Context: an optimization exercise on an open-source flow, tuned for small area and a short achievable clock period. The choices shown serve that exercise and are no tape-out recipe. The RTL was checked by simulation tests, not by an equivalence proof against the original design. Power figures rest on the tool's default switching activity, not on a simulated workload.

==> flow/constraint.sdc <==
create_clock -name core_clock -period 6.5 [get_ports {clk}]
set_input_delay 1.3000 -clock core_clock [delete_from_list [all_inputs] [get_ports {clk}]]
set_output_delay 1.3000 -clock core_clock [all_outputs]
set_load 0.01 [all_outputs]
==> flow/design.v <==
module bpred_table #(
    parameter int ADDR_W = 10,
    parameter int IDX_W  = 10,
    parameter int CTR_W  = 2,
    parameter int HIST_W = 8,
    parameter int MODE   = 1
) (
    input  logic              clk,
    input  logic              rst_n,
    input  logic              pred_valid,
    input  logic [ADDR_W-1:0] pred_addr,
    output logic              pred_ready,
    output logic              resp_valid,
    output logic              resp_taken,
    output logic [CTR_W-1:0]  resp_ctr,
    output logic [IDX_W-1:0]  resp_idx,
    input  logic              upd_valid,
    input  logic [IDX_W-1:0]  upd_idx,
    input  logic              upd_taken,
    output logic [HIST_W-1:0] ghr
);
    localparam int DEPTH = 1 << IDX_W;
    localparam int COL_W = IDX_W / 2;
    localparam int ROW_W = IDX_W - COL_W;
    localparam int NCOL  = 1 << COL_W;
    localparam int NROW  = 1 << ROW_W;
    localparam logic [CTR_W-1:0] CTR_WNT = CTR_W'((1 << (CTR_W - 1)) - 1);
    logic               ready;
    logic [IDX_W-1:0]   init_cnt;
    logic [DEPTH*CTR_W-1:0] tq;
    logic               pend_v;
    logic [IDX_W-1:0]   pend_idx;
    logic [CTR_W-1:0]   pend_val;
    logic               pred_fire;
    logic               upd_fire;
    logic [IDX_W-1:0]   pred_idx;
    logic               addr_unused;
    assign addr_unused = ^pred_addr;
    assign pred_ready = ready;
    assign pred_fire  = pred_valid && ready;
    assign upd_fire   = upd_valid && ready;
    always_ff @(posedge clk) begin
        if (!rst_n) begin
            ready    <= 1'b0;
            init_cnt <= '0;
        end else if (!ready) begin
            init_cnt <= init_cnt + IDX_W'(1);
            if (init_cnt == '1) ready <= 1'b1;
        end
    end
    logic [NROW-1:0]  row_we;
    logic [NCOL-1:0]  col_we;
    logic [CTR_W-1:0] wdata;
    always_comb begin
        for (int r = 0; r < NROW; r++)
            row_we[r] = !ready || (pend_v && pend_idx[IDX_W-1:COL_W] == ROW_W'(r));
        for (int c = 0; c < NCOL; c++)
            col_we[c] = !ready || (pend_idx[COL_W-1:0] == COL_W'(c));
        wdata = ready ? pend_val : CTR_WNT;
    end
    logic [DEPTH-1:0] ent_we;
    for (genvar e = 0; e < DEPTH; e++) begin : g_ent
        bp_nor2 u_we (.a(!row_we[e / NCOL]), .b(!col_we[e % NCOL]), .y(ent_we[e]));
        always_ff @(posedge clk) begin
            if (ent_we[e])
                tq[e*CTR_W +: CTR_W] <= wdata;
        end
    end
    logic [NCOL-1:0] p_csel, u_csel;
    logic [NROW-1:0] p_rsel, u_rsel;
    always_comb begin
        for (int c = 0; c < NCOL; c++) begin
            p_csel[c] = (pred_idx[COL_W-1:0] == COL_W'(c));
            u_csel[c] = (upd_idx[COL_W-1:0] == COL_W'(c));
        end
        for (int r = 0; r < NROW; r++) begin
            p_rsel[r] = (pred_idx[IDX_W-1:COL_W] == ROW_W'(r));
            u_rsel[r] = (upd_idx[IDX_W-1:COL_W] == ROW_W'(r));
        end
    end
    function automatic logic [CTR_W-1:0] sat_upd(input logic [CTR_W-1:0] v, input logic tk);
        logic [CTR_W-1:0] n;
        n = v;
        if (tk) begin
            if (v != '1) n = v + CTR_W'(1);
        end else begin
            if (v != '0) n = v - CTR_W'(1);
        end
        sat_upd = n;
    endfunction
    generate
        if (MODE == 1) begin : g_gshare
            logic [IDX_W-1:0] ghr_ext;
            always_comb begin
                ghr_ext              = '0;
                ghr_ext[HIST_W-1:0]  = ghr;
            end
            assign pred_idx = pred_addr[IDX_W-1:0] ^ ghr_ext;
        end else begin : g_bimodal
            assign pred_idx = pred_addr[IDX_W-1:0];
        end
    endgenerate
    logic [CTR_W-1:0] pred_raw, pred_cur, pred_new;
    logic [CTR_W-1:0] upd_raw, upd_cur, upd_new;
    for (genvar b = 0; b < CTR_W; b++) begin : g_rd
        logic [DEPTH-1:0] tb;
        for (genvar e = 0; e < DEPTH; e++) begin : g_b
            assign tb[e] = tq[e*CTR_W + b];
        end
        bp_read u_pr (.t(tb), .csel(p_csel), .rsel(p_rsel), .y(pred_raw[b]));
        bp_read u_ur (.t(tb), .csel(u_csel), .rsel(u_rsel), .y(upd_raw[b]));
    end
    assign pred_cur = (pend_v && pend_idx == pred_idx) ? pend_val : pred_raw;
    assign pred_new = sat_upd(pred_cur, upd_taken);
    assign upd_cur  = (pend_v && pend_idx == upd_idx) ? pend_val : upd_raw;
    assign upd_new  = sat_upd(upd_cur, upd_taken);
    always_ff @(posedge clk) begin
        pend_v   <= upd_fire;
        pend_idx <= upd_idx;
        pend_val <= upd_new;
    end
    assign resp_taken = resp_ctr[CTR_W-1];
    always_ff @(posedge clk) begin
        if (!rst_n) begin
            resp_valid <= 1'b0;
            resp_ctr   <= '0;
            resp_idx   <= '0;
            ghr        <= '0;
        end else begin
            resp_valid <= pred_fire;
            if (pred_fire) begin
                if (upd_fire && (upd_idx == pred_idx))
                    resp_ctr <= pred_new;
                else
                    resp_ctr <= pred_cur;
                resp_idx <= pred_idx;
            end
            if (upd_fire) begin
                ghr <= {ghr[HIST_W-2:0], upd_taken};
            end
        end
    end
endmodule
module bp_read (
    input  logic [1023:0] t,
    input  logic [31:0]   csel,
    input  logic [31:0]   rsel,
    output logic          y
);
    logic [31:0] h;
    for (genvar r = 0; r < 32; r++) begin : g_row
        logic [10:0] a;
        logic [2:0]  g;
        for (genvar k = 0; k < 10; k++) begin : g_a
            bp_aoi222 u_a (.a1(csel[3*k]),   .a2(t[r*32+3*k]),
                           .b1(csel[3*k+1]), .b2(t[r*32+3*k+1]),
                           .c1(csel[3*k+2]), .c2(t[r*32+3*k+2]), .y(a[k]));
        end
        bp_aoi222 u_a10 (.a1(csel[30]), .a2(t[r*32+30]), .b1(csel[31]), .b2(t[r*32+31]),
                         .c1(csel[31]), .c2(t[r*32+31]), .y(a[10]));
        bp_nand4 u_g0 (.a(a[0]), .b(a[1]), .c(a[2]), .d(a[3]), .y(g[0]));
        bp_nand4 u_g1 (.a(a[4]), .b(a[5]), .c(a[6]), .d(a[7]), .y(g[1]));
        bp_nand3 u_g2 (.a(a[8]), .b(a[9]), .c(a[10]), .y(g[2]));
        assign h[r] = !(rsel[r] && (g[0] || g[1] || g[2]));
    end
    assign y = !(&h);
endmodule
module bp_aoi222 (input logic a1, a2, b1, b2, c1, c2, output logic y);
    assign y = !((a1 && a2) || (b1 && b2) || (c1 && c2));
endmodule
module bp_nand4 (input logic a, b, c, d, output logic y);
    assign y = !(a && b && c && d);
endmodule
module bp_nand3 (input logic a, b, c, output logic y);
    assign y = !(a && b && c);
endmodule
module bp_nand2 (input logic a, b, output logic y);
    assign y = !(a && b);
endmodule
module bp_nor2 (input logic a, b, output logic y);
    assign y = !(a || b);
endmodule
==> flow/run.sh <==
#!/bin/bash
# synth_recipe.tcl (not shown) runs the flow's synth.tcl, then flattens the netlist and writes it again
# the make line also repeats each setting of config.mk as NAME=value (left out here)
make -C /OpenROAD-flow-scripts/flow DESIGN_CONFIG=/design/flow/config.mk WORK_HOME=/design/flow/orfs CLKGATE_MAP_FILE= SYNTH_SCRIPT=/design/flow/synth_recipe.tcl finish
==> flow/config.mk <==
export PLATFORM = sky130hd
export DESIGN_NAME = bpred_table
export DESIGN_NICKNAME = bpred_table
export VERILOG_FILES = /design/flow/design.v
export SDC_FILE = /design/flow/constraint.sdc
export NUM_CORES = 4
export LEC_CHECK = 0
export CAP_MARGIN = 20
export CORE_MARGIN = 2
export CORE_UTILIZATION = 40
export SLEW_MARGIN = 20
export SYNTH_HIERARCHICAL = 1
export SYNTH_MINIMUM_KEEP_SIZE = 0
==> results of run 1 <==
-- cell type report --
cell class	count	area (µm²)
antenna	3	7.51
clock inverter	124	1060
tap	2854	3570
clock buffer	258	5480
multi-input combinational	3452	25200
fill	18800	116000
inverter	2	7.51
sequential	2093	62400
timing repair buffer	342	3410
-- sequential cells by signal, summed over array words and instances, names as in the netlist --
| register | cells |
|---|---|
| pend_val | 2 |
| ghr | 8 |
| ready | 1 |
| resp_valid | 1 |
| pend_idx | 10 |
| pend_v | 1 |
| tq | 2048 |
| resp_ctr | 2 |
| resp_idx | 10 |
| init_cnt | 10 |
-- how the worst min path moves through the flow --
| stage | to | slack [ps] |
|---|---|---|
| after floorplan | init_cnt[5] | 450 |
| after global placement | resp_idx[9] | 470 |
| after detailed placement | resp_idx[8] | 480 |
| after CTS | resp_idx[8] | 490 |
| after global routing | init_cnt[5] | 510 |
| final | resp_idx[8] | 480 |
-- per-stage QoR --
step                setup TNS (ps)   util
floorplan                    -3110      -
finish                           0  0.467
detailed placement               0  0.436
global route                     0  0.467
CTS                              0  0.467
global placement                 0  0.436
-- per-module statistics from Yosys, one instance, submodules excluded --
module	cell area, µm²	cells
bp_nand3	5.00	1
bp_read	312	43
bp_nand4	6.26	1
bpred_table	65600	2613
bp_aoi222	10.0	1
bp_nor2	3.75	1
-- power groups by stage --
stage               clock network [µW]  logic, µW  registers, µW
floorplan                            0        445          14900
global placement                     0        946          14900
detailed placement                   0        955          14900
CTS                              11800        959          14600
global route                     12400       1010          14600
finish                           11700       1020          14600
-- layout by cell type (no fill, tap or decap), types with 11 or more instances in the layout --
cell type / Yosys / final
a21boi_4: 0 / 24
o21a_1: 25 / 13
o21a_2: 0 / 12
buf_4: 1 / 236
xnor2_1: 27 / 27
a222oi_1: 1408 / 1408
xnor3_1: 11 / 11
clkinv_2: 0 / 32
buf_12: 0 / 58
edfxtp_1: 2048 / 2048
clkbuf_1: 47 / 45
dfxtp_1: 45 / 44
nor2_4: 0 / 64
clkinv_1: 0 / 54
nor2_1: 1161 / 1097
nand3_1: 149 / 149
nand4_1: 295 / 295
o31ai_1: 124 / 124
nand2b_1: 14 / 13
nand2_1: 62 / 62
clkdlybuf4s50_1: 0 / 47
clkbuf_16: 0 / 211
nor2b_1: 11 / 11
bufinv_16: 0 / 12
-- critical path, cell delays in order --
cell             delay (ps)
clkdlybuf4s50_1         690
xnor2_1                 220
nand3_1                 430
nor2_4                  320
buf_12                  300
a222oi_1                390
nand4_1                 280
o31ai_1                 540
nand4_1                 410
nor4_1                  460
buf_4                   210
nand2_1                 150
nand2b_1                200
mux2_1                  290
a211oi_1                280
o21ai_1                 100
-- per-layer routing --
layer / track usage / share of wire / vias up
li1: - / - / 27100
met1: 0.377 / 0.34 / 33800
met2: 0.430 / 0.42 / 6305
met3: 0.0865 / 0.15 / 1128
met4: 0.204 / 0.081 / 2
met5: 0 / 0.000038 / -
-- kinds of logic after synthesis --
logic type,after synthesis,synth area share
fa+ha+maj,2,0.000259
xor+xnor,53,0.00794
simple gates,1755,0.0894
compound gates,1638,0.182
mux,4,0.000489
buf+inv,56,0.00265
flops,2093,0.717
==> impl_metrics.csv, run 1 <==
group,metric,value,unit
power_and_ir_drop,internal_power,21300,µW
timing,max_freq,0.170,GHz
clocking,cts_hold_buf,0,
timing,finalHoldWorstSlack,485,ps
critical_path,cp.arrival,6640,ps
synthesis,synth_cell_types,53,
synthesis,seq_area_frac_synth,0.717,
job,max-cap-violations,0,
power_and_ir_drop,switchingPower,6020,µW
finish,fin_cells,9128,
synthesis,synth_top_cells_by_count,"edfxtp_1, a222oi_1, nor2_1",
finish,drive_above_1_share,0.113,
route,drt_first_pass_iters,17,
clocking,clkSinkCount,2093,
critical_path,worst_r2r_path_depth,16,
run_status,status,"finished clean",
floorplanning,die_y,470,µm
route,routedWlPerCell,37.2,µm
critical_path,crit_required,7260,ps
power_and_ir_drop,switching_share,0.220,
min_path,min-delay-start,"resp_idx[8]",
clocking,htreeDepth,4,
power_and_ir_drop,clockPowerShare,0.429,
route,first_iter_violations,18200,
global_routing,grt_pass1_vias,66100,
finish,nets,6126,
floorplanning,rows,171,
critical_path,crit_path_start,"pred_addr[4]",
power_and_ir_drop,p_per_area,270,nW/µm²
min_path,holdCritPathClass,"register to register",
power_and_ir_drop,vdd_drop_max,0.000267,V
placed_design,gp_congestion,1.05,
finish,final_area,101000,µm²
placed_design,dp_slack,85.0,ps
synthesis,yosys.area.top_type,"edfxtp_1",
clocking,insertion_delay,880,ps
timing,min_period,5880,ps
timing,finalHoldViolCount,0,
placed_design,dp.cells,8742,
critical_path,critical_path_class,"primary input to register",
clocking,cts_tree,"yes",
critical_path,endpoint,"resp_ctr[0]",
global_routing,grt_antenna_before_repair,4,
critical_path,startpoint_type,"primary input",
synthesis,yosys_most_used_dff,"edfxtp_1",
placed_design,io_buffers,47,
synthesis,yosysMostFrequentCell,"edfxtp_1",
critical_path,reg2reg_from,"ghr[0]",
min_path,whs_path_depth,2,
floorplanning,ioPinCount,48,
power_and_ir_drop,comb_power_share,0.037,
timing,worstMarginPinSlew,1300,ps
timing,rsz0062_at_grt,"false",
synthesis,synth.area.top_cells,"edfxtp_1, a222oi_1, nor2_1",
clocking,cts_setup_buffers,0,
clocking,numCtsBuffers,209,
synthesis,synth_edf_count,2048,
global_routing,grt_pass1_wl,472000,µm
critical_path,worstSetupEndpointType,"register",
clocking,path_clk_slew,60,ps
timing,finalSetupViolCount,0,
synthesis,yosys_warnings,7,
timing,drv_slew,0,
power_and_ir_drop,p_total,27400,µW
placed_design,placed_cell_area,94600,µm²
synthesis,synth_top_area_frac,0.707,
synthesis,synth_seq_cells,2093,
synthesis,async_flop_share,0,
critical_path,rrSetupSlack,1130,ps
clocking,root_buffer,"clkbuf_16",
timing,finClkSkew,57.1,ps
synthesis,syn_nets,5627,
route,vias,68300,
clocking,post_cts_resized,0,
power_and_ir_drop,p_leak,0.0328,µW
floorplanning,core,217000,µm²
clocking,cts_buffer_depth,3,
critical_path,cp_max_fo,39,
placed_design,hpwl,211000,µm
timing,worst_slack,621,ps
floorplanning,die_w,470,µm
synthesis,syn_avg_cell_area,15.5,µm²
global_routing,overflow,0,
critical_path,regToRegEndpoint,"resp_ctr[0]",
floorplanning,start_util,0.401,
timing,fin_crit_sh,0.904,
timing,maxSlewHeadroom,0.133,
finish,area_delta_synth_final,16.3,%
route,drcViolationCount,0,
global_routing,grt_max_degree,254,
synthesis,synth.cell_area,87000,µm²
route,viasPerCell,7.49,
power_and_ir_drop,seqPwrFrac,0.534,
synthesis,netlist_instances,5601,
route,routed_wl,340000,µm
floorplanning,die_area,221000,µm²
global_routing,grt_usage,0.294,
route,ant_nets,0,
==> inputs of run 2 (changes only) <==
--- a/flow/design.v
+++ b/flow/design.v
@@ -102,4 +102,4 @@
     endgenerate
-    logic [CTR_W-1:0] pred_raw, pred_cur, pred_new;
-    logic [CTR_W-1:0] upd_raw, upd_cur, upd_new;
+    logic [CTR_W-1:0] pred_raw;
+    logic [CTR_W-1:0] upd_raw, upd_new;
     for (genvar b = 0; b < CTR_W; b++) begin : g_rd
@@ -112,6 +112,29 @@
     end
-    assign pred_cur = (pend_v && pend_idx == pred_idx) ? pend_val : pred_raw;
-    assign pred_new = sat_upd(pred_cur, upd_taken);
-    assign upd_cur  = (pend_v && pend_idx == upd_idx) ? pend_val : upd_raw;
-    assign upd_new  = sat_upd(upd_cur, upd_taken);
+    logic             pred_hit, upd_hit, upd_byp;
+    logic [CTR_W-1:0] kq [4];
+    logic [CTR_W-1:0] jq [4];
+    logic [CTR_W-1:0] resp_ctr_d;
+    assign pred_hit = pend_v && (pend_idx == pred_idx);
+    assign upd_hit  = pend_v && (pend_idx == upd_idx);
+    assign upd_byp  = upd_fire && (upd_idx == pred_idx);
+    always_comb begin
+        for (int v = 0; v < 4; v++) begin
+            logic [CTR_W-1:0] cur;
+            cur = pred_hit ? pend_val : CTR_W'(v);
+            if (upd_byp) cur = sat_upd(cur, upd_taken);
+            if (!rst_n)
+                kq[v] = '0;
+            else if (pred_fire)
+                kq[v] = cur;
+            else
+                kq[v] = resp_ctr;
+            jq[v] = sat_upd(upd_hit ? pend_val : CTR_W'(v), upd_taken);
+        end
+    end
+    for (genvar b = 0; b < CTR_W; b++) begin : g_nx
+        bp_mux4 u_rc (.d0(kq[0][b]), .d1(kq[1][b]), .d2(kq[2][b]), .d3(kq[3][b]),
+                      .s0(pred_raw[0]), .s1(pred_raw[1]), .y(resp_ctr_d[b]));
+        bp_mux4 u_pv (.d0(jq[0][b]), .d1(jq[1][b]), .d2(jq[2][b]), .d3(jq[3][b]),
+                      .s0(upd_raw[0]), .s1(upd_raw[1]), .y(upd_new[b]));
+    end
     always_ff @(posedge clk) begin
@@ -120,2 +143,3 @@
         pend_val <= upd_new;
+        resp_ctr <= resp_ctr_d;
     end
@@ -125,3 +149,2 @@
             resp_valid <= 1'b0;
-            resp_ctr   <= '0;
             resp_idx   <= '0;
@@ -131,6 +154,2 @@
             if (pred_fire) begin
-                if (upd_fire && (upd_idx == pred_idx))
-                    resp_ctr <= pred_new;
-                else
-                    resp_ctr <= pred_cur;
                 resp_idx <= pred_idx;
@@ -151,15 +170,7 @@
     for (genvar r = 0; r < 32; r++) begin : g_row
-        logic [10:0] a;
-        logic [2:0]  g;
-        for (genvar k = 0; k < 10; k++) begin : g_a
-            bp_aoi222 u_a (.a1(csel[3*k]),   .a2(t[r*32+3*k]),
-                           .b1(csel[3*k+1]), .b2(t[r*32+3*k+1]),
-                           .c1(csel[3*k+2]), .c2(t[r*32+3*k+2]), .y(a[k]));
-        end
-        bp_aoi222 u_a10 (.a1(csel[30]), .a2(t[r*32+30]), .b1(csel[31]), .b2(t[r*32+31]),
-                         .c1(csel[31]), .c2(t[r*32+31]), .y(a[10]));
-        bp_nand4 u_g0 (.a(a[0]), .b(a[1]), .c(a[2]), .d(a[3]), .y(g[0]));
-        bp_nand4 u_g1 (.a(a[4]), .b(a[5]), .c(a[6]), .d(a[7]), .y(g[1]));
-        bp_nand3 u_g2 (.a(a[8]), .b(a[9]), .c(a[10]), .y(g[2]));
-        assign h[r] = !(rsel[r] && (g[0] || g[1] || g[2]));
+        logic [3:0]  g;
+        for (genvar k = 0; k < 4; k++) begin : g_g
+            bp_grp8 u_g (.cs(csel[8*k +: 8]), .t(t[r*32+8*k +: 8]), .y(g[k]));
+        end
+        assign h[r] = !(rsel[r] && (|g));
     end
@@ -170,2 +181,12 @@
 endmodule
+module bp_grp8 (input logic [7:0] cs, input logic [7:0] t, output logic y);
+    logic [3:0] a;
+    for (genvar k = 0; k < 4; k++) begin : g_a
+        assign a[k] = !((cs[2*k] && t[2*k]) || (cs[2*k+1] && t[2*k+1]));
+    end
+    assign y = !(&a);
+endmodule
+module bp_mux4 (input logic d0, d1, d2, d3, s0, s1, output logic y);
+    assign y = s1 ? (s0 ? d3 : d2) : (s0 ? d1 : d0);
+endmodule
 module bp_nand4 (input logic a, b, c, d, output logic y);
--- a/flow/config.mk
+++ b/flow/config.mk
@@ -10,2 +10,6 @@
 export CORE_UTILIZATION = 40
+export CTS_BUF_LIST = sky130_fd_sc_hd__clkbuf_16
+export CTS_CLUSTER_DIAMETER = 60
+export CTS_CLUSTER_SIZE = 30
+export SETUP_SLACK_MARGIN = 3
 export SLEW_MARGIN = 20
==> run 2 against run 1 <==
Compared with the run above: still clean on timing, DRC and antenna; worst setup slack improved by 1400 ps; maximum frequency rose by 31%; via count rose by 9.8%.
==> impl_metrics.csv, run 2 <==
group,metric,value,unit
floorplanning,rows,173,
global_routing,grt_pass1_wl,549000,µm
floorplanning,die_y,478,µm
timing,finClkSkew,45.6,ps
clocking,root_buffer,"clkbuf_16",
synthesis,synth-xor-area-share,0.00774,
critical_path,cp.arrival,5200,ps
route,routedWlPerCell,39.3,µm
synthesis,yosys_warnings,11,
min_path,whs_path_depth,2,
route,first_iter_violations,14800,
floorplanning,core,223000,µm²
route,drcViolationCount,0,
timing,max_freq,0.223,GHz
synthesis,synthAdderAreaFrac,0.000251,
global_routing,overflow,0,
timing,worstMarginPinSlew,1290,ps
synthesis,yosysMostFrequentCell,"a22oi_1",
power_and_ir_drop,vdd_drop_max,0.000314,V
global_routing,grt_pass1_vias,71400,
synthesis,synth.area.top_cells,"edfxtp_1, a22oi_1, nor2_1",
route,routed_wl,403000,µm
placed_design,gp_congestion,1.04,
critical_path,regToRegEndpoint,"resp_ctr[0]",
timing,finalSetupTns,0,ps
synthesis,async_flop_share,0,
synthesis,synth_edf_count,2048,
synthesis,synth_cell_types,56,
critical_path,critical_path_class,"primary input to register",
route,ant_nets,0,
min_path,min-delay-start,"resp_idx[8]",
global_routing,grt_max_degree,195,
clocking,cts_tree,"yes",
run_status,status,"finished clean",
synthesis,yosys.area.top_type,"edfxtp_1",
timing,maxSlewHeadroom,0.141,
critical_path,cp_max_fo,10,
critical_path,crit_required,7220,ps
placed_design,io_buffers,47,
timing,rsz0062_at_grt,"true",
synthesis,yosys_most_used_dff,"edfxtp_1",
finish,final_common_cell,"edfxtp_1",
timing,fin_crit_sh,0.690,
synthesis,synthSimpleGateAreaFrac,0.0982,
synthesis,seq_area_frac_synth,0.695,
synthesis,synth_top_family_by_area,"compound AO/OA/AOI/OAI gates",
min_path,holdCritPathClass,"register to register",
power_and_ir_drop,p_total,26000,µW
critical_path,reg2reg_from,"ghr[2]",
synthesis,synth_top_area_frac,0.685,
placed_design,placed_cell_area,98000,µm²
timing,drv_slew,0,
floorplanning,die_area,228000,µm²
route,viasPerCell,7.31,
synthesis,netlist_instances,6413,
critical_path,worstSetupEndpointType,"register",
power_and_ir_drop,p_per_area,241,nW/µm²
global_routing,grt_antenna_before_repair,29,
finish,largest_reg_flops,2048,
timing,finalSetupViolCount,0,
finish,final_area,108000,µm²
synthesis,synth.mux.area_fraction,0.00123,
timing,min_period,4490,ps
critical_path,worst_r2r_path_depth,14,
min_path,hold_path_end,"resp_idx[8]",
synthesis,syn_avg_cell_area,14.0,µm²
synthesis,synth-compound-area-share,0.194,
synthesis,synth_seq_cells,2093,
timing,finalHoldViolCount,0,
finish,drive_above_1_share,0.163,
finish,layout_common_cells,"edfxtp_1, a22oi_1, nor2_1, nand4_1, buf_4",
synthesis,synth.cell_area,89700,µm²
clocking,cts_buffer_depth,3,
synthesis,syn_nets,6439,
critical_path,startpoint_type,"primary input",
route,vias,75100,
clocking,clkSinkCount,2093,
clocking,htreeDepth,4,
finish,area_delta_synth_final,20.2,%
finish,top_register,"tq",
clocking,insertion_delay,880,ps
synthesis,synth_top_cells_by_count,"a22oi_1, edfxtp_1, nor2_1",
clocking,numCtsBuffers,145,
global_routing,grt_usage,0.341,
clocking,path_clk_slew,70,ps
floorplanning,start_util,0.403,
floorplanning,ioPinCount,48,
critical_path,rrSetupSlack,2100,ps
floorplanning,die_w,478,µm
power_and_ir_drop,p_leak,0.0345,µW
placed_design,hpwl,241000,µm
job,max-cap-violations,0,
route,drt_first_pass_iters,10,
finish,nets,7168,
run 2: cell types whose count changed after synthesis, moves of 8 or more:
cell	change
a21boi_0	+12
a21boi_1	-12
a222oi_1	-1408
a22oi_1	+2049
nand2_1	+14
nand3_1	-132
nand4_1	+258
o31ai_1	-123
o41ai_1	+121
o41ai_2	+8
run 2: Yosys stat by module (local to each module, per instance):
module,flops+latches,cell area (µm²),cells inside
bpred_table,2093,65800,2653
bp_nor2,0,3.75,1
bp_grp8,0,36.3,5
bp_mux4,0,22.5,1
bp_read,0,362,43
run 2: repair_timing:
item,in CTS,in global routing
setup endpoints to repair,9,4
cloned,27,1
pin swaps,174,45
setup buffers,169,47
hold buffers,0,0
gates resized for setup,379,39
run 2: routing by layer:
metal	global-route usage	up-vias	wire (µm)
met5	0.00819	-	524
met4	0.254	32	36500
met3	0.131	1872	61700
met2	0.500	6991	172000
met1	0.406	37100	133000
li1	-	29000	-
run 2: logic make-up after synthesis:
logic type,count (synthesis)
compound gates,2296
xor+xnor,54
fa+ha+maj,2
buf+inv,63
flops,2093
mux,6
simple gates,1899
run 2: cell type report:
class / instances / area, µm²
flip-flops and latches: 2093 / 62400
diodes: 29 / 72.6
multi-input cells: 4265 / 29400
clock inverters: 121 / 1420
inverters: 4 / 15.0
fillers: 19100 / 115000
repair buffers: 633 / 7090
well taps: 2975 / 3720
clock buffers: 150 / 3750
run 2: worst max-delay path by stage:
stage / start / end / slack, ps / depth (start not counted)
after floorplan: ready / tq[1001] / 1020 / 3
after global placement: pred_addr[3] / resp_ctr[1] / -260 / 14
after detailed placement: pred_addr[3] / resp_ctr[1] / -140 / 14
after CTS: pred_addr[2] / resp_ctr[1] / 2470 / 16
after global routing: pred_addr[0] / resp_ctr[1] / 2120 / 16
final: pred_addr[0] / resp_ctr[0] / 2010 / 16
run 2: report_power, final:
group | total (µW) | leakage, µW | switching (µW) | internal, µW
Combinational | 1200 | 0.0108 | 815 | 384
Clock | 10200 | 0.00252 | 5420 | 4760
Sequential | 14600 | 0.0212 | 30.1 | 14600
run 2: per-stage QoR:
step	std cells	worst slack, ps	hold WS, ps	utilization
after floorplan	6413	1020	473	-
after global placement	9724	-263	469	0.440
after detailed placement	9726	-143	472	0.440
after CTS	10200	2470	482	0.481
after global routing	10300	2120	505	0.484
final	10300	2010	477	0.484
run 2: critical path, cell delays in order:
cell	delay, ps
buf_8	110
buf_6	120
xor2_4	180
nand2_2	120
buf_12	130
buf_12	110
buf_4	110
nor2_4	150
buf_6	200
a22oi_2	140
nand4_1	310
o41ai_4	580
nand4_1	580
nor4_4	480
nand2_8	120
mux4_2	430
==> inputs of run 3 (changes only) <==
--- a/flow/design.v
+++ b/flow/design.v
@@ -102,4 +102,4 @@
     endgenerate
-    logic [CTR_W-1:0] pred_raw;
-    logic [CTR_W-1:0] upd_raw, upd_new;
+    logic [CTR_W-1:0] pred_rawn;    
+    logic [CTR_W-1:0] upd_rawn, upd_new;
     for (genvar b = 0; b < CTR_W; b++) begin : g_rd
@@ -109,4 +109,4 @@
         end
-        bp_read u_pr (.t(tb), .csel(p_csel), .rsel(p_rsel), .y(pred_raw[b]));
-        bp_read u_ur (.t(tb), .csel(u_csel), .rsel(u_rsel), .y(upd_raw[b]));
+        bp_read u_pr (.t(tb), .csel(p_csel), .rsel(p_rsel), .yn(pred_rawn[b]));
+        bp_read u_ur (.t(tb), .csel(u_csel), .rsel(u_rsel), .yn(upd_rawn[b]));
     end
@@ -134,6 +134,6 @@
     for (genvar b = 0; b < CTR_W; b++) begin : g_nx
-        bp_mux4 u_rc (.d0(kq[0][b]), .d1(kq[1][b]), .d2(kq[2][b]), .d3(kq[3][b]),
-                      .s0(pred_raw[0]), .s1(pred_raw[1]), .y(resp_ctr_d[b]));
-        bp_mux4 u_pv (.d0(jq[0][b]), .d1(jq[1][b]), .d2(jq[2][b]), .d3(jq[3][b]),
-                      .s0(upd_raw[0]), .s1(upd_raw[1]), .y(upd_new[b]));
+        bp_mux4 u_rc (.d0(kq[3][b]), .d1(kq[2][b]), .d2(kq[1][b]), .d3(kq[0][b]),
+                      .s0(pred_rawn[0]), .s1(pred_rawn[1]), .y(resp_ctr_d[b]));
+        bp_mux4 u_pv (.d0(jq[3][b]), .d1(jq[2][b]), .d2(jq[1][b]), .d3(jq[0][b]),
+                      .s0(upd_rawn[0]), .s1(upd_rawn[1]), .y(upd_new[b]));
     end
@@ -166,13 +166,35 @@
     input  logic [31:0]   rsel,
-    output logic          y
+    output logic          yn
 );
-    logic [31:0] h;
+    logic [127:0] g;
+    logic [63:0]  h;
     for (genvar r = 0; r < 32; r++) begin : g_row
-        logic [3:0]  g;
         for (genvar k = 0; k < 4; k++) begin : g_g
-            bp_grp8 u_g (.cs(csel[8*k +: 8]), .t(t[r*32+8*k +: 8]), .y(g[k]));
-        end
-        assign h[r] = !(rsel[r] && (|g));
-    end
-    assign y = !(&h);
+            bp_grp8 u_g (.cs(csel[8*k +: 8]), .t(t[r*32+8*k +: 8]), .y(g[4*r+k]));
+        end
+        for (genvar j = 0; j < 2; j++) begin : g_h
+            bp_oai21 u_h (.a1(g[4*r+2*j]), .a2(g[4*r+2*j+1]), .b1(rsel[r]), .y(h[2*r+j]));
+        end
+    end
+    logic [31:0] l1;
+    logic [15:0] l2;
+    logic [7:0]  l3;
+    logic [3:0]  l4;
+    logic [1:0]  l5;
+    for (genvar i = 0; i < 32; i++) begin : g_l1
+        bp_nand2 u (.a(h[2*i]), .b(h[2*i+1]), .y(l1[i]));
+    end
+    for (genvar i = 0; i < 16; i++) begin : g_l2
+        bp_nor2 u (.a(l1[2*i]), .b(l1[2*i+1]), .y(l2[i]));
+    end
+    for (genvar i = 0; i < 8; i++) begin : g_l3
+        bp_nand2 u (.a(l2[2*i]), .b(l2[2*i+1]), .y(l3[i]));
+    end
+    for (genvar i = 0; i < 4; i++) begin : g_l4
+        bp_nor2 u (.a(l3[2*i]), .b(l3[2*i+1]), .y(l4[i]));
+    end
+    for (genvar i = 0; i < 2; i++) begin : g_l5
+        bp_nand2 u (.a(l4[2*i]), .b(l4[2*i+1]), .y(l5[i]));
+    end
+    bp_nor2 u_y (.a(l5[0]), .b(l5[1]), .y(yn));
 endmodule
@@ -188,2 +210,5 @@
 endmodule
+module bp_oai21 (input logic a1, a2, b1, output logic y);
+    assign y = !((a1 || a2) && b1);
+endmodule
 module bp_mux4 (input logic d0, d1, d2, d3, s0, s1, output logic y);
--- a/flow/config.mk
+++ b/flow/config.mk
@@ -13,2 +13,3 @@
 export CTS_CLUSTER_SIZE = 30
+export PLACE_DENSITY = 0.8
 export SETUP_SLACK_MARGIN = 3
==> run 3 against run 2 <==
Compared with the run above: critical path depth grew 1; critical path type unchanged; critical endpoint is now pend_val[0]; final area grew 0.44%; sequential cell count is the same; core utilization shrank 0.26 points; via count grew 2.7%; global-route usage shrank 3.4 points; still clean on timing, DRC and antenna; maximum frequency grew 7.7%.
==> impl_metrics.csv, run 3 <==
group,metric,value,unit
timing,min_period,4160,ps
finish,multiInputGateArea,30700,µm²
global_routing,grt_pass1_wl,515000,µm
route,drcViolationCount,0,
finish,drive_above_1_share,0.167,
route,first_iter_violations,16100,
timing,max_freq,0.240,GHz
timing,finalSetupTns,0,ps
route,vias,77100,
placed_design,placed_cell_area,98400,µm²
critical_path,cp_top_family,"simple AND/OR/NAND/NOR gates",
timing,fin_crit_sh,0.641,
synthesis,synth.area.top_cells,"edfxtp_1, a22oi_1, nor2_1",
route,drt_first_pass_iters,12,
synthesis,synth.cell_area,90500,µm²
job,max-cap-violations,0,
floorplanning,ioPinCount,48,
power_and_ir_drop,p_total,24900,µW
synthesis,syn_avg_cell_area,13.4,µm²
timing,worstMarginPinSlew,1260,ps
floorplanning,die_y,480,µm
route,routedWlPerCell,34.9,µm
synthesis,netlist_instances,6749,
critical_path,cp_num_buf_inv,5,
synthesis,yosys.area.top_type,"edfxtp_1",
global_routing,grt_max_degree,240,
clocking,clkSinkCount,2093,
global_routing,overflow,0,
floorplanning,start_util,0.403,
placed_design,hpwl,217000,µm
critical_path,cp_max_fo,53,
floorplanning,die_area,230000,µm²
synthesis,synth_seq_cells,2093,
timing,finalSetupViolCount,0,
timing,rsz0062_at_grt,"true",
finish,top_register,"tq",
synthesis,synth_top_area_frac,0.679,
timing,finClkSkew,64.9,ps
global_routing,grt_antenna_before_repair,19,
clocking,path_clk_slew,90,ps
global_routing,grt_pass1_vias,74800,
critical_path,crit_required,7190,ps
clocking,insertion_delay,870,ps
synthesis,async_flop_share,0,
clocking,numCtsBuffers,118,
finish,regArea,62400,µm²
synthesis,synth_cell_types,56,
global_routing,grt_usage,0.307,
critical_path,cpMostUsedCell,"nor2_4",
critical_path,startpoint_type,"primary input",
placed_design,gp_congestion,1.13,
placed_design,io_buffers,47,
synthesis,yosys_most_used_dff,"edfxtp_1",
finish,fin_util,0.482,
critical_path,cp.arrival,4850,ps
floorplanning,core,225000,µm²
timing,finalHoldViolCount,0,
route,routed_wl,368000,µm
floorplanning,rows,174,
clocking,cts_tree,"yes",
synthesis,synth_edf_count,2048,
power_and_ir_drop,p_per_area,230,nW/µm²
finish,largest_reg_flops,2048,
synthesis,yosysMostFrequentCell,"a22oi_1",
clocking,htreeDepth,3,
synthesis,syn_nets,6775,
route,ant_nets,0,
finish,area_delta_synth_final,19.6,%
finish,final_common_cell,"edfxtp_1",
min_path,holdCritPathClass,"register to register",
timing,maxSlewHeadroom,0.158,
critical_path,worstSetupEndpointType,"register",
route,viasPerCell,7.31,
power_and_ir_drop,p_leak,0.0347,µW
finish,nets,7457,
finish,layout_common_cells,"edfxtp_1, a22oi_1, nor2_1, nand4_1, buf_4",
critical_path,max_stage_delay,490,ps
synthesis,yosys_warnings,11,
floorplanning,die_w,480,µm
finish,fillers,18500,
synthesis,synth_top_cells_by_count,"a22oi_1, edfxtp_1, nor2_1",
power_and_ir_drop,vdd_drop_max,0.000277,V
clocking,cts_buffer_depth,3,
run_status,status,"finished clean",
finish,final_area,108000,µm²
critical_path,crit_chain,"buf_6, nand2_8, buf_4, buf_4, nor2_4, buf_12, a22oi_2, nand4_1, o21ai_2, nand2_1, nor2_1, nand2_1, nor2_4, nand2_2, nor2_4, buf_6, mux4_2",
timing,drv_slew,0,
timing,finalHoldWorstSlack,505,ps
critical_path,critical_path_class,"primary input to register",
critical_path,critPathSlowestCell,"mux4_2",
synthesis,seq_area_frac_synth,0.689,
clocking,root_buffer,"clkbuf_16",
## run 3: per-module statistics from Yosys (local to each module, per instance), excerpt
module       cells inside  flops+latches  copies in the design  cell area [µm²]
bpred_table          2653           2093                     1            65800
bp_grp8                 5              0                   512             36.3
bp_mux4                 1              0                     4             22.5
bp_oai21                1              0                   256             5.00
bp_nand2                1              0                   168             3.75
bp_nor2                 1              0                  1108             3.75
## run 3: final timing paths
kind,from,end,slack (ps),cells after the start
min reg2reg,resp_idx[8],resp_idx[8],500,2
max,upd_idx[0],pend_val[0],2340,17
max reg2reg,ghr[2],resp_ctr[1],2550,16
min,resp_idx[8],resp_idx[8],500,2
## run 3: worst register-to-register path, delay by kind of cell, from the launching register on
kind | cells | cell delay (ps)
xor+xnor | 1 | 270
compound gates | 2 | 540
buf+inv | 2 | 350
flops | 1 | 540
simple gates | 10 | 1650
mux | 1 | 490
## run 3: cell families (layout without fill, tap and decap cells)
family / Yosys count / count (layout) / synth area share
flip-flops: 2093 / 2093 / 0.689
XOR/XNOR: 54 / 54 / 0.00767
AND/OR/NAND/NOR: 2107 / 2120 / 0.105
AO/OA/AOI/OAI: 2424 / 2424 / 0.194
other: 0 / 15 / 0
multiplexers: 6 / 6 / 0.00122
adder cells (fa/ha/maj): 2 / 2 / 0.000249
buffers and inverters: 63 / 837 / 0.00282
## run 3: routing by layer
metal | share of wire | up-vias | global-route usage
li1 | - | 29700 | -
met1 | 0.29 | 36600 | 0.342
met2 | 0.41 | 8310 | 0.445
met3 | 0.18 | 2513 | 0.138
met4 | 0.11 | 22 | 0.265
met5 | 0.00097 | - | 0.00352
## run 3: what timing repair did
action,in CTS,in global routing
endpoints found under the setup margin,7,5
hold buffers,0,0
endpoints found under the hold margin,0,0
buffers inserted,182,26
pin swaps,268,57
gates resized for setup,628,27
gates cloned,37,2
## run 3: stage by stage
stage | cells | setup WS, ps
global placement | 10100 | -15.5
floorplan | 6749 | 1020
detailed placement | 10100 | 119
CTS | 10500 | 2820
finish | 10500 | 2340
global route | 10500 | 2460
## run 3: where the power goes
part / internal, µW / switching, µW / total (µW)
clock network: 3910 / 5210 / 9120
logic: 401 / 788 / 1190
registers: 14600 / 33.2 / 14600
## run 3: cell type report
| class | instances | area share |
|---|---|---|
| antenna | 15 | 0.000347 |
| clock buffer | 120 | 0.0277 |
| clock inverter | 105 | 0.0137 |
| inverter | 4 | 0.000139 |
| multi-input combinational | 4606 | 0.283 |
| sequential | 2093 | 0.576 |
| tap | 2992 | 0.0346 |
| timing repair buffer | 608 | 0.0640 |

[separate check: timing with driven ports]
No port has a modelled driver above. Below, the same layouts with a new extraction and two added sets of constraints. Step 1 (the two cells are an assumption about what drives the block):
set clk [get_ports {clk}]
set_driving_cell -lib_cell sky130_fd_sc_hd__clkbuf_16 $clk
set_driving_cell -lib_cell sky130_fd_sc_hd__buf_2 [delete_from_list [all_inputs] $clk]
Step 2 also shifts input and output timing later by t, the mid clock arrival at the registers, as if the neighbouring blocks saw the same clock. Slacks: ideal / step 1 / step 2; pairs: ideal / step 1.
run | shift t [ns] | setup WS [ns] | worst hold slack (ns) | worst register clock-pin slew, ns | pins driven straight from the clock port
run 1 | 0.938 | 0.621 / 0.675 / -0.263 | 0.485 / 0.485 / 0.485 | 0.07 / 0.07 | 1
run 2 | 0.944 | 2.015 / 1.978 / 1.034 | 0.477 / 0.477 / 0.477 | 0.10 / 0.10 | 1
run 3 | 0.920 | 2.336 / 2.350 / 1.430 | 0.505 / 0.505 / 0.505 | 0.11 / 0.11 | 1
Met with ideal ports but missed after step 2: setup timing in run 1. For run 2, which loses most, drivers alone change the setup slack by -0.037 ns; drivers and shift together by -0.981 ns.
